What follows belongs to an exercise in optimizing a design on an open flow for small area, a short achievable clock period and few clock cycles per item; a production flow would make more cautious choices. Where RTL was checked, it was by simulation tests only, not by an equivalence proof against the original.

==> inputs of job 7321 <==
// pointer_motion_scaler_unit
module pointer_motion_scaler_unit (
  input  logic               clk,
  input  logic               rst,
  input  logic               ev_valid,
  output logic               ev_ready,
  input  logic               ev_func,
  input  logic [2:0]         ev_event_kind,
  input  logic signed [15:0] ev_motion_value,
  input  logic               ev_sync_flag,
  input  logic [2:0]         ev_action,
  output logic               res_valid,
  input  logic               res_ready,
  output logic signed [15:0] res_scaled_value,
  output logic               res_keep_event
);
==> flow/config.mk <==
export PLATFORM = sky130hd
export DESIGN_NAME = pointer_motion_scaler_unit
export DESIGN_NICKNAME = pointer_motion_scaler_unit
export VERILOG_FILES = /design/flow/design.v
export SDC_FILE = /design/flow/constraint.sdc
export NUM_CORES = 4
export LEC_CHECK = 0
export ABC_AREA = 1
export CAP_MARGIN = 20
export CORE_MARGIN = 2
export CORE_UTILIZATION = 40
export CTS_BUF_LIST = sky130_fd_sc_hd__clkbuf_8
export SETUP_SLACK_MARGIN = 5
export SLEW_MARGIN = 20
export TNS_END_PERCENT = 10
==> flow/constraint.sdc <==
create_clock -name core_clock -period 10.0 [get_ports {clk}]
set_input_delay 2.0000 -clock core_clock [delete_from_list [all_inputs] [get_ports {clk}]]
set_output_delay 2.0000 -clock core_clock [all_outputs]
set_load 0.01 [all_outputs]
run.sh (not shown) runs the stock make flow with config.mk's settings and CLKGATE_MAP_FILE= SYNTH_SCRIPT=/design/flow/synth_recipe.tcl, a recipe that flattens the netlist after the stock synthesis.
==> job 4714 (differences from job 7321) <==
--- a/flow/design.v
+++ b/flow/design.v
@@ -404,12 +404,70 @@
       8'd253: hbase = 7'd1;
       8'd254: hbase = 7'd2;
       8'd255: hbase = 7'd3;
       default: hbase = 7'd0;
     endcase
   endfunction
+  function automatic logic [2:0] oh3t(input logic [3:0] x);
+    case (x)
+      4'd0: oh3t = 3'd1;
+      4'd1: oh3t = 3'd2;
+      4'd2: oh3t = 3'd4;
+      4'd3: oh3t = 3'd1;
+      4'd4: oh3t = 3'd2;
+      4'd5: oh3t = 3'd4;
+      4'd6: oh3t = 3'd1;
+      4'd7: oh3t = 3'd2;
+      4'd8: oh3t = 3'd4;
+      4'd9: oh3t = 3'd1;
+      4'd10: oh3t = 3'd2;
+      4'd11: oh3t = 3'd4;
+      4'd12: oh3t = 3'd1;
+      4'd13: oh3t = 3'd2;
+      4'd14: oh3t = 3'd4;
+      4'd15: oh3t = 3'd1;
+      default: oh3t = 3'd0;
+    endcase
+  endfunction
+  function automatic logic [4:0] oh5t(input logic [4:0] x);
+    case (x)
+      5'd0: oh5t = 5'd1;
+      5'd1: oh5t = 5'd2;
+      5'd2: oh5t = 5'd4;
+      5'd3: oh5t = 5'd8;
+      5'd4: oh5t = 5'd16;
+      5'd5: oh5t = 5'd1;
+      5'd6: oh5t = 5'd2;
+      5'd7: oh5t = 5'd4;
+      5'd8: oh5t = 5'd8;
+      5'd9: oh5t = 5'd16;
+      5'd10: oh5t = 5'd1;
+      5'd11: oh5t = 5'd2;
+      5'd12: oh5t = 5'd4;
+      5'd13: oh5t = 5'd8;
+      5'd14: oh5t = 5'd16;
+      5'd15: oh5t = 5'd1;
+      5'd16: oh5t = 5'd2;
+      5'd17: oh5t = 5'd4;
+      5'd18: oh5t = 5'd8;
+      5'd19: oh5t = 5'd16;
+      5'd20: oh5t = 5'd1;
+      5'd21: oh5t = 5'd2;
+      5'd22: oh5t = 5'd4;
+      5'd23: oh5t = 5'd8;
+      5'd24: oh5t = 5'd16;
+      5'd25: oh5t = 5'd1;
+      5'd26: oh5t = 5'd2;
+      5'd27: oh5t = 5'd4;
+      5'd28: oh5t = 5'd8;
+      5'd29: oh5t = 5'd16;
+      5'd30: oh5t = 5'd1;
+      5'd31: oh5t = 5'd2;
+      default: oh5t = 5'd0;
+    endcase
+  endfunction
   function automatic logic [7:0] m15(input logic [5:0] x);
     m15[0] = x == 6'd0 || x == 6'd3 || x == 6'd6 || x == 6'd9 || x == 6'd12 || x == 6'd15 || x == 6'd18 || x == 6'd21 || x == 6'd24 || x == 6'd27 || x == 6'd30 || x == 6'd33 || x == 6'd36 || x == 6'd39 || x == 6'd42 || x == 6'd45 || x == 6'd48 || x == 6'd51 || x == 6'd54 || x == 6'd57 || x == 6'd60 || x == 6'd63;
     m15[1] = x == 6'd1 || x == 6'd4 || x == 6'd7 || x == 6'd10 || x == 6'd13 || x == 6'd16 || x == 6'd19 || x == 6'd22 || x == 6'd25 || x == 6'd28 || x == 6'd31 || x == 6'd34 || x == 6'd37 || x == 6'd40 || x == 6'd43 || x == 6'd46 || x == 6'd49 || x == 6'd52 || x == 6'd55 || x == 6'd58 || x == 6'd61;
     m15[2] = x == 6'd2 || x == 6'd5 || x == 6'd8 || x == 6'd11 || x == 6'd14 || x == 6'd17 || x == 6'd20 || x == 6'd23 || x == 6'd26 || x == 6'd29 || x == 6'd32 || x == 6'd35 || x == 6'd38 || x == 6'd41 || x == 6'd44 || x == 6'd47 || x == 6'd50 || x == 6'd53 || x == 6'd56 || x == 6'd59 || x == 6'd62;
     m15[3] = x == 6'd0 || x == 6'd5 || x == 6'd10 || x == 6'd15 || x == 6'd20 || x == 6'd25 || x == 6'd30 || x == 6'd35 || x == 6'd40 || x == 6'd45 || x == 6'd50 || x == 6'd55 || x == 6'd60;
     m15[4] = x == 6'd1 || x == 6'd6 || x == 6'd11 || x == 6'd16 || x == 6'd21 || x == 6'd26 || x == 6'd31 || x == 6'd36 || x == 6'd41 || x == 6'd46 || x == 6'd51 || x == 6'd56 || x == 6'd61;
@@ -443,13 +501,13 @@
   logic [1:0]  clow0, clow1, clow2, clow3;
   logic [2:0]  cdig2, cdig3;    
   logic        csgn0, csgn1, csgn2, csgn3;
   localparam logic [1:0] D1 = 2'd0, D3 = 2'd1, D5 = 2'd2, D20 = 2'd3;
   logic               r_valid, r_evt, r_kf, r_scale, r_sig, r_q0z, r_q0m1;
   logic [5:0]         r_ns;
-  logic [2:0]         r_msel;   
+  logic [3:0]         r_msel;   
   logic               r_lneg;   
   logic               r_clrm, r_clrs;
   logic [1:0]         r_axis, r_k, r_dcl;
   logic signed [15:0] r_v;
   logic              m_valid;
   logic [17:0]       m_a1;
@@ -483,37 +541,37 @@
     end
   end
   assign accept1  = r_valid && r_adv;
   logic       scale0, wheel0, sig0;
   logic [3:0] code;
   logic [1:0] k0, dcl0;
-  logic [2:0] msel0;
+  logic [3:0] msel0;
   logic       lneg0;
   logic [1:0] qt;
   always_comb begin
     scale0 = !ev_event_kind[2];
     wheel0 = scale0 && ev_event_kind[1];
     sig0   = wheel0 && (ev_event_kind[0] ? inv_v : inv_h);
     if (!scale0)      code = 4'd2;
     else if (!wheel0) code = {1'b0, mouse_level};
     else              code = {1'b1, scroll_level};
     case (code)
-      4'd0:    begin k0 = 2'd1; dcl0 = D1;  msel0 = 3'd0; lneg0 = 1'b0; end  
-      4'd1:    begin k0 = 2'd2; dcl0 = D1;  msel0 = 3'd2; lneg0 = 1'b1; end  
-      4'd2:    begin k0 = 2'd0; dcl0 = D1;  msel0 = 3'd0; lneg0 = 1'b0; end  
-      4'd3:    begin k0 = 2'd2; dcl0 = D1;  msel0 = 3'd3; lneg0 = 1'b0; end  
-      4'd4:    begin k0 = 2'd1; dcl0 = D1;  msel0 = 3'd2; lneg0 = 1'b0; end  
-      4'd5:    begin k0 = 2'd2; dcl0 = D1;  msel0 = 3'd5; lneg0 = 1'b1; end  
-      4'd8:    begin k0 = 2'd2; dcl0 = D1;  msel0 = 3'd0; lneg0 = 1'b0; end  
-      4'd9:    begin k0 = 2'd0; dcl0 = D3;  msel0 = 3'd3; lneg0 = 1'b0; end  
-      4'd10:   begin k0 = 2'd2; dcl0 = D20; msel0 = 3'd6; lneg0 = 1'b1; end  
-      4'd11:   begin k0 = 2'd0; dcl0 = D5;  msel0 = 3'd4; lneg0 = 1'b0; end  
-      4'd12:   begin k0 = 2'd1; dcl0 = D1;  msel0 = 3'd0; lneg0 = 1'b0; end  
-      4'd13:   begin k0 = 2'd0; dcl0 = D1;  msel0 = 3'd0; lneg0 = 1'b0; end  
-      4'd15:   begin k0 = 2'd0; dcl0 = D1;  msel0 = 3'd2; lneg0 = 1'b0; end  
-      default: begin k0 = 2'd0; dcl0 = D1;  msel0 = 3'd1; lneg0 = 1'b0; end  
+      4'd0:    begin k0 = 2'd1; dcl0 = D1;  msel0 = 4'd1;  lneg0 = 1'b0; end  
+      4'd1:    begin k0 = 2'd2; dcl0 = D1;  msel0 = 4'd2;  lneg0 = 1'b1; end  
+      4'd2:    begin k0 = 2'd0; dcl0 = D1;  msel0 = 4'd3;  lneg0 = 1'b0; end  
+      4'd3:    begin k0 = 2'd2; dcl0 = D1;  msel0 = 4'd4;  lneg0 = 1'b0; end  
+      4'd4:    begin k0 = 2'd1; dcl0 = D1;  msel0 = 4'd5;  lneg0 = 1'b0; end  
+      4'd5:    begin k0 = 2'd2; dcl0 = D1;  msel0 = 4'd6;  lneg0 = 1'b1; end  
+      4'd8:    begin k0 = 2'd2; dcl0 = D1;  msel0 = 4'd0;  lneg0 = 1'b0; end  
+      4'd9:    begin k0 = 2'd0; dcl0 = D3;  msel0 = 4'd9;  lneg0 = 1'b0; end  
+      4'd10:   begin k0 = 2'd2; dcl0 = D20; msel0 = 4'd10; lneg0 = 1'b1; end  
+      4'd11:   begin k0 = 2'd0; dcl0 = D5;  msel0 = 4'd11; lneg0 = 1'b0; end  
+      4'd12:   begin k0 = 2'd1; dcl0 = D1;  msel0 = 4'd1;  lneg0 = 1'b0; end  
+      4'd13:   begin k0 = 2'd0; dcl0 = D1;  msel0 = 4'd3;  lneg0 = 1'b0; end  
+      4'd15:   begin k0 = 2'd0; dcl0 = D1;  msel0 = 4'd8;  lneg0 = 1'b0; end  
+      default: begin k0 = 2'd0; dcl0 = D1;  msel0 = 4'd7;  lneg0 = 1'b0; end  
     endcase
     qt = q0tab({code, ev_motion_value[2:0]});
   end
   logic [5:0] ns0;
   assign ns0 = 6'(ev_motion_value[3:0]) + 6'(ev_motion_value[7:4]) + 6'(ev_motion_value[11:8]) +
                6'(ev_motion_value[14:12]) + 6'({3{ev_motion_value[15]}});
@@ -562,43 +620,44 @@
   assign v     = r_v;
   assign k     = r_k;
   assign dcl   = r_dcl;
   assign chain = (dcl != D1);
   assign sig   = r_sig;
   assign nu    = sig ^ chain;
-  logic signed [20:0] vx, x1, x2, x3, prod;
+  logic signed [21:0] vx, x1, x2, x3, prod;
   logic [17:0] z;
-  assign vx = 21'(v);
+  assign vx = 22'(v);
   always_comb begin
     x1 = vx; x2 = '0; x3 = '0;
     case (r_msel)
-      3'd1: x1 = vx <<< 1;                              
-      3'd2: x2 = vx <<< 1;                              
-      3'd3: x2 = vx <<< 2;                              
-      3'd4: begin x1 = vx <<< 1; x2 = vx <<< 2; end     
-      3'd5: begin x1 = vx <<< 3; x2 = ~vx; end          
-      3'd6: begin x2 = vx <<< 2; x3 = vx <<< 4; end     
-      default: ;                                        
-    endcase
-    prod = x1 + x2 + x3 + 21'(r_msel == 3'd5);
-    case (k)
-      2'd1:    z = prod[18:1];
-      2'd2:    z = prod[19:2];
-      default: z = prod[17:0];
+      4'd0:  ;                                           
+      4'd1:  x1 = vx <<< 1;                              
+      4'd2:  x2 = vx <<< 1;                              
+      4'd3:  x1 = vx <<< 2;                              
+      4'd4:  x2 = vx <<< 2;                              
+      4'd5:  begin x1 = vx <<< 1; x2 = vx <<< 2; end     
+      4'd6:  begin x1 = vx <<< 3; x2 = ~vx; end          
+      4'd7:  x1 = vx <<< 3;                              
+      4'd8:  begin x1 = vx <<< 2; x2 = vx <<< 3; end     
+      4'd9:  begin x1 = vx <<< 2; x3 = vx <<< 4; end     
+      4'd10: begin x2 = vx <<< 2; x3 = vx <<< 4; end     
+      default: begin x1 = vx <<< 3; x3 = vx <<< 4; end   
     endcase
+    prod = x1 + x2 + x3 + 22'(r_msel == 4'd6);
+    z    = prod[19:2];
   end
   logic [4:0] r, u5;
   logic [2:0] rb;
   logic [1:0] low, l;
   logic [7:0] m15v;
   logic [2:0] r_v3;
   logic [4:0] r_v5;
   always_comb begin
-    m15v = m15(r_ns);
-    r_v3 = m15v[2:0];
-    r_v5 = m15v[7:3];
+    m15v = '0;
+    r_v3 = oh3t(4'(r_ns[1:0]) + 4'(r_ns[3:2]) + 4'(r_ns[5:4]));
+    r_v5 = oh5t(5'(r_ns[3:0]) + 5'(r_ns[5:4]));
     u5 = {r_v5[3], r_v5[1], r_v5[4], r_v5[2], r_v5[0]};    
     case (dcl)
       D3:  r = {2'b00, r_v3};
       D5:  r = {r_v5[2], r_v5[4], r_v5[1], r_v5[3], r_v5[0]};    
       D20: case (l)                                               
              2'd0:    r = u5;
--- a/flow/config.mk
+++ b/flow/config.mk
@@ -7,9 +7,9 @@
 export LEC_CHECK = 0
 export ABC_AREA = 1
 export CAP_MARGIN = 20
 export CORE_MARGIN = 2
 export CORE_UTILIZATION = 40
 export CTS_BUF_LIST = sky130_fd_sc_hd__clkbuf_8
+export CTS_CLUSTER_SIZE = 30
 export SETUP_SLACK_MARGIN = 5
 export SLEW_MARGIN = 20
-export TNS_END_PERCENT = 10
==> job 6286 (differences from job 7321) <==
--- a/flow/design.v
+++ b/flow/design.v
@@ -438,51 +438,61 @@
       for (int i = 0; i < 5; i++) add5oh[j] = add5oh[j] | (a[i] & b[(j - i + 5) % 5]);
     end
   endfunction
   logic [2:0]  mouse_level, scroll_level;
   logic        inv_h, inv_v;
   logic [1:0]  clow0, clow1, clow2, clow3;
-  logic [2:0]  cdig2, cdig3;    
+  logic [4:0]  cdig2, cdig3;
   logic        csgn0, csgn1, csgn2, csgn3;
   localparam logic [1:0] D1 = 2'd0, D3 = 2'd1, D5 = 2'd2, D20 = 2'd3;
   logic               r_valid, r_evt, r_kf, r_scale, r_sig, r_q0z, r_q0m1;
   logic [5:0]         r_ns;
   logic [2:0]         r_msel;   
   logic               r_lneg;   
   logic               r_clrm, r_clrs;
   logic [1:0]         r_axis, r_k, r_dcl;
   logic signed [15:0] r_v;
   logic              m_valid;
   logic [17:0]       m_a1;
-  logic [6:0]        m_h;
+  logic [6:0]        m_hb;
+  logic [5:0]        m_st;
   logic              m_d1, m_sig, m_kf;
+  logic              n_valid;
+  logic [15:0]       n_w;
+  logic              n_d1, n_kf;
   logic              o_valid;
   logic signed [15:0] o_value;
   logic              o_keep;
-  logic o_free, r_adv, r_ld, accept, accept1;
-  logic full_m, full_r, full_p;
-  logic o_valid_d, m_valid_d, r_valid_d;
+  logic o_free, n_adv, r_adv, r_ld, accept, accept1;
+  logic full_n, full_m, full_r, full_p;
+  logic o_valid_d, n_valid_d, m_valid_d, r_valid_d;
   assign o_free   = res_ready || !o_valid;
+  assign n_adv    = res_ready || !full_n;
   assign r_adv    = res_ready || !full_m;
   assign ev_ready = res_ready || !full_p;
   assign r_ld     = res_ready || !full_r;
   assign accept   = ev_valid && ev_ready;
+  logic full_n_d;
+  assign full_n_d = o_valid_d && n_valid_d;
   always_comb begin
     r_valid_d = r_ld ? accept : r_valid;
     m_valid_d = r_adv ? (r_valid && r_evt) : m_valid;
-    o_valid_d = o_free ? m_valid : o_valid;
+    n_valid_d = n_adv ? m_valid : n_valid;
+    o_valid_d = o_free ? n_valid : o_valid;
   end
   always_ff @(posedge clk) begin
     if (rst) begin
+      full_n <= 1'b0;
       full_m <= 1'b0;
       full_r <= 1'b0;
       full_p <= 1'b0;
     end else begin
-      full_m <= o_valid_d && m_valid_d;
-      full_r <= o_valid_d && m_valid_d && r_valid_d;
-      full_p <= m_valid_d;
+      full_n <= o_valid_d && n_valid_d;
+      full_m <= o_valid_d && n_valid_d && m_valid_d;
+      full_r <= o_valid_d && n_valid_d && m_valid_d && r_valid_d;
+      full_p <= o_valid_d && m_valid_d;
     end
   end
   assign accept1  = r_valid && r_adv;
   logic       scale0, wheel0, sig0;
   logic [3:0] code;
   logic [1:0] k0, dcl0;
@@ -622,20 +632,19 @@
   logic [2:0] ls;
   logic [1:0] nlow;
   logic       k1;
   logic [4:0] cd5, s5;
   logic [2:0] cd3, s3;
   logic [4:0] ndig;
-  logic [2:0] ndigb;
   logic       w5, w3, wrap, nz, nneg, nsg;
   always_comb begin
     case (r_axis)
       2'd0:    begin clow = clow0; cdig = 5'b00001; csgn = csgn0; end
       2'd1:    begin clow = clow1; cdig = 5'b00001; csgn = csgn1; end
-      2'd2:    begin clow = clow2; cdig = 5'b00001 << cdig2; csgn = csgn2; end
-      default: begin clow = clow3; cdig = 5'b00001 << cdig3; csgn = csgn3; end
+      2'd2:    begin clow = clow2; cdig = cdig2;    csgn = csgn2; end
+      default: begin clow = clow3; cdig = cdig3;    csgn = csgn3; end
     endcase
     ls = 3'(low) + 3'(clow);
     case (k)
       2'd1:    begin k1 = low[0] & clow[0]; nlow = {1'b0, low[0] ^ clow[0]}; end
       2'd2:    begin k1 = ls[2]; nlow = ls[1:0]; end
       default: begin k1 = 1'b0;  nlow = 2'd0; end
@@ -651,13 +660,12 @@
     w3  = (k1 & cdig[2]) | (r[1] & cd3[2]) | (r[2] & cd3[1]) | (r[2] & cd3[2]);
     case (dcl)
       D3:      begin ndig = {2'b00, s3}; wrap = w3; end
       D5, D20: begin ndig = s5;          wrap = w5; end
       default: begin ndig = 5'b00001;    wrap = k1; end
     endcase
-    ndigb = {ndig[4], ndig[3] | ndig[2], ndig[3] | ndig[1]};
     nz   = (nlow != 2'd0) || !ndig[0];
     nneg = q0m2 || (q0m1 && !(wrap && !csgn)) || (q0z && csgn && !wrap);
     nsg  = nneg && nz;
   end
   logic [6:0] hb;
   logic [5:0] st;
@@ -674,68 +682,76 @@
       default: st = am1 ?  6'sd15 : ap1 ? -6'sd15 : ap2 ? -6'sd30 : 6'sd0;
     endcase
   end
   always_ff @(posedge clk) begin
     if (rst) begin
       clow0 <= '0; clow1 <= '0; clow2 <= '0; clow3 <= '0;
-      cdig2 <= 3'd0; cdig3 <= 3'd0;
+      cdig2 <= 5'b00001; cdig3 <= 5'b00001;
       csgn0 <= 1'b0; csgn1 <= 1'b0; csgn2 <= 1'b0; csgn3 <= 1'b0;
     end else if (accept1) begin
       if (r_clrm) begin
         clow0 <= '0; clow1 <= '0; csgn0 <= 1'b0; csgn1 <= 1'b0;
       end
       if (r_clrs) begin
         clow2 <= '0; clow3 <= '0; csgn2 <= 1'b0; csgn3 <= 1'b0;
-        cdig2 <= 3'd0; cdig3 <= 3'd0;
+        cdig2 <= 5'b00001; cdig3 <= 5'b00001;
       end
       if (r_evt && r_scale) begin
         case (r_axis)
           2'd0: begin clow0 <= nlow; csgn0 <= nsg; end
           2'd1: begin clow1 <= nlow; csgn1 <= nsg; end
-          2'd2: begin clow2 <= nlow; cdig2 <= ndigb; csgn2 <= nsg; end
-          default: begin clow3 <= nlow; cdig3 <= ndigb; csgn3 <= nsg; end
+          2'd2: begin clow2 <= nlow; cdig2 <= ndig; csgn2 <= nsg; end
+          default: begin clow3 <= nlow; cdig3 <= ndig; csgn3 <= nsg; end
         endcase
       end
     end
   end
   always_ff @(posedge clk) begin
     if (rst) m_valid <= 1'b0;
     else if (r_adv) m_valid <= r_valid && r_evt;
     if (r_adv) begin
       m_a1   <= z ^ {18{nu}};
-      m_h    <= hb + {st[5], st};
+      m_hb   <= hb;
+      m_st   <= st;
       m_d1   <= !chain;
       m_sig  <= sig;
       m_kf   <= r_kf;
     end
   end
   logic [17:0] sa;
   logic [14:0] sb;
   logic signed [15:0] ys;
   always_comb begin
-    sa = m_a1 + {{11{m_h[6]}}, m_h};
+    sa = m_a1 + {{11{m_hb[6]}}, m_hb} + {{12{m_st[5]}}, m_st};
     sb = sa[14:0] + (sa[14:0] << 4);
     if (!sa[17] && sa[16:15] != 2'b00)       ys = 16'sh7fff;
     else if (sa[17] && sa[16:15] != 2'b11)   ys = m_sig ? 16'sh8001 : 16'sh8000;
     else if (m_sig && sa[15:0] == 16'h8000)  ys = 16'sh8001;
     else                                     ys = sa[15:0];
   end
+  always_ff @(posedge clk) begin
+    if (rst) n_valid <= 1'b0;
+    else if (n_adv) n_valid <= m_valid;
+    if (n_adv) begin
+      n_w  <= m_d1 ? ys : {1'b0, sb};
+      n_d1 <= m_d1;
+      n_kf <= m_kf;
+    end
+  end
   logic [14:0] sc;
   logic signed [15:0] yc;
-  logic        yz;
   always_comb begin
-    sc = sb + (sb << 8);
-    yc = m_d1 ? ys : {sc[14], sc};
-    yz = (sa[14:0] == 15'd0) && (!m_d1 || sa[17:15] == 3'd0);
+    sc = n_w[14:0] + (n_w[14:0] << 8);
+    yc = n_d1 ? n_w : {sc[14], sc};
   end
   always_ff @(posedge clk) begin
     if (rst) o_valid <= 1'b0;
-    else if (o_free) o_valid <= m_valid;
+    else if (o_free) o_valid <= n_valid;
     if (o_free) begin
       o_value <= yc;
-      o_keep  <= m_kf || !yz;
+      o_keep  <= n_kf || (yc != 16'sd0);
     end
   end
   assign res_valid        = o_valid;
   assign res_scaled_value = o_value;
   assign res_keep_event   = o_keep;
 endmodule
--- a/flow/config.mk
+++ b/flow/config.mk
@@ -6,10 +6,8 @@
 export NUM_CORES = 4
 export LEC_CHECK = 0
 export ABC_AREA = 1
 export CAP_MARGIN = 20
 export CORE_MARGIN = 2
 export CORE_UTILIZATION = 40
-export CTS_BUF_LIST = sky130_fd_sc_hd__clkbuf_8
 export SETUP_SLACK_MARGIN = 5
 export SLEW_MARGIN = 20
-export TNS_END_PERCENT = 10
==> flow_metrics.py <==
metrics = {
    "cells_and_area": {
        "drive_gt1_share_pct": 8.51,
        "n_sequential_cell": 116,
    },
    "setup_path": {
        "cp-startpoint": "ev_motion_value[1]",
    },
    "routing": {
        "detailed_route_wire_length_on_metal_1_um": 14500,
        "met2WireLength_um": 14400,
    },
    "global_routing": {
        "globalRouteTotalUtil_pct": 20.4,
    },
    "yosys": {
        "synth-simple-area-share_pct": 24.5,
        "synth.area.mux_share_pct": 0,
    },
    "outcome": {
        "run_status": "complete, no violations",
    },
    "floorplanning": {
        "chipWidth_um": 174,
    },
    "min_path": {
        "hold_path_startpoint": "clow3[0]",
    },
    "place": {
        "dpl.hpwl_um": 24300,
    },
    "clocking": {
        "post_cts_resized": 3,
    },
}
(the above is from job 7321)
==> flow_metrics.py <==
metrics = {
    "cells_and_area": {
        "drive_gt1_share_pct": 5.49,
        "multi_input_comb_area_um2": 7610,
    },
    "floorplanning": {
        "core_region_area_um2": 30700,
        "well_tap_count": 396,
        "chipWidth_um": 181,
    },
    "yosys": {
        "synth-simple-area-share_pct": 22.6,
        "synth_compound_gate_area_share_pct": 16.6,
        "synth.area.mux_share_pct": 0,
    },
    "global_routing": {
        "globalRouteTotalUtil_pct": 20.0,
    },
    "place": {
        "dpl.hpwl_um": 25300,
    },
    "setup_path": {
        "cp-startpoint": "res_ready",
        "path_class": "in2out",
    },
    "clocking": {
        "post_cts_resized": 7,
    },
    "routing": {
        "detailed_route_wire_length_on_metal_1_um": 14400,
    },
    "outcome": {
        "run_status": "complete, no violations",
    },
    "min_path": {
        "hold_path_startpoint": "m_kf",
    },
}
(the above is from job 6286)
==> flow_metrics.py <==
metrics = {
    "routing": {
        "met2WireLength_um": 13400,
        "detailed_route_wire_length_on_metal_1_um": 13000,
    },
    "min_path": {
        "hold_path_startpoint": "clow2[1]",
    },
    "yosys": {
        "synth.area.mux_share_pct": 0.189,
        "synth-simple-area-share_pct": 20.8,
    },
    "floorplanning": {
        "chipWidth_um": 172,
    },
    "cells_and_area": {
        "n_sequential_cell": 117,
    },
    "outcome": {
        "run_status": "complete, no violations",
    },
    "setup_path": {
        "cp-startpoint": "res_ready",
    },
}
(the above is from job 4714)
Testbench counts of job 7321, summed over its fixed seeds: cycles 8,012, items 8,000.
Testbench counts of job 6286, summed over its fixed seeds: cycles 8,016, items 8,000.
Function not checked in job 4714: the RTL went through the layout flow alone.

[what the ideal ports hide]
In the flow no input, the clock included, has a driving cell. The finished layouts below were timed again as built, in two steps.
Step 1 (the two cells are an assumption about what drives the block):
set clk [get_ports {clk}]
set_driving_cell -lib_cell sky130_fd_sc_hd__clkbuf_16 $clk
set_driving_cell -lib_cell sky130_fd_sc_hd__buf_2 [delete_from_list [all_inputs] $clk]
Step 2 adds t to the input delays and takes it off the output delays; t is the mean of the earliest and latest rising clock arrival at the registers after step 1. Input paths then give back, and output paths get back, about the clock's delay inside the block.
Three values: ideal ports, drivers, drivers and shift; two values: the first two.
| run | t, ns | setup slack, ns | worst slew at a driven data input, ns |
|---|---|---|---|
| job 7321 | 0.475 | 5.065 / 5.045 / 4.615 | 0.04 |
| job 4714 | 0.490 | 5.044 / 5.023 / 4.728 | 0.03 |
| job 6286 | 0.476 | 5.039 / 5.009 / 4.737 | 0.03 |
After both steps every run listed still meets setup and hold. The setup slack of job 7321, which loses most, moves by -0.020 ns with the drivers and by -0.450 ns with both steps.
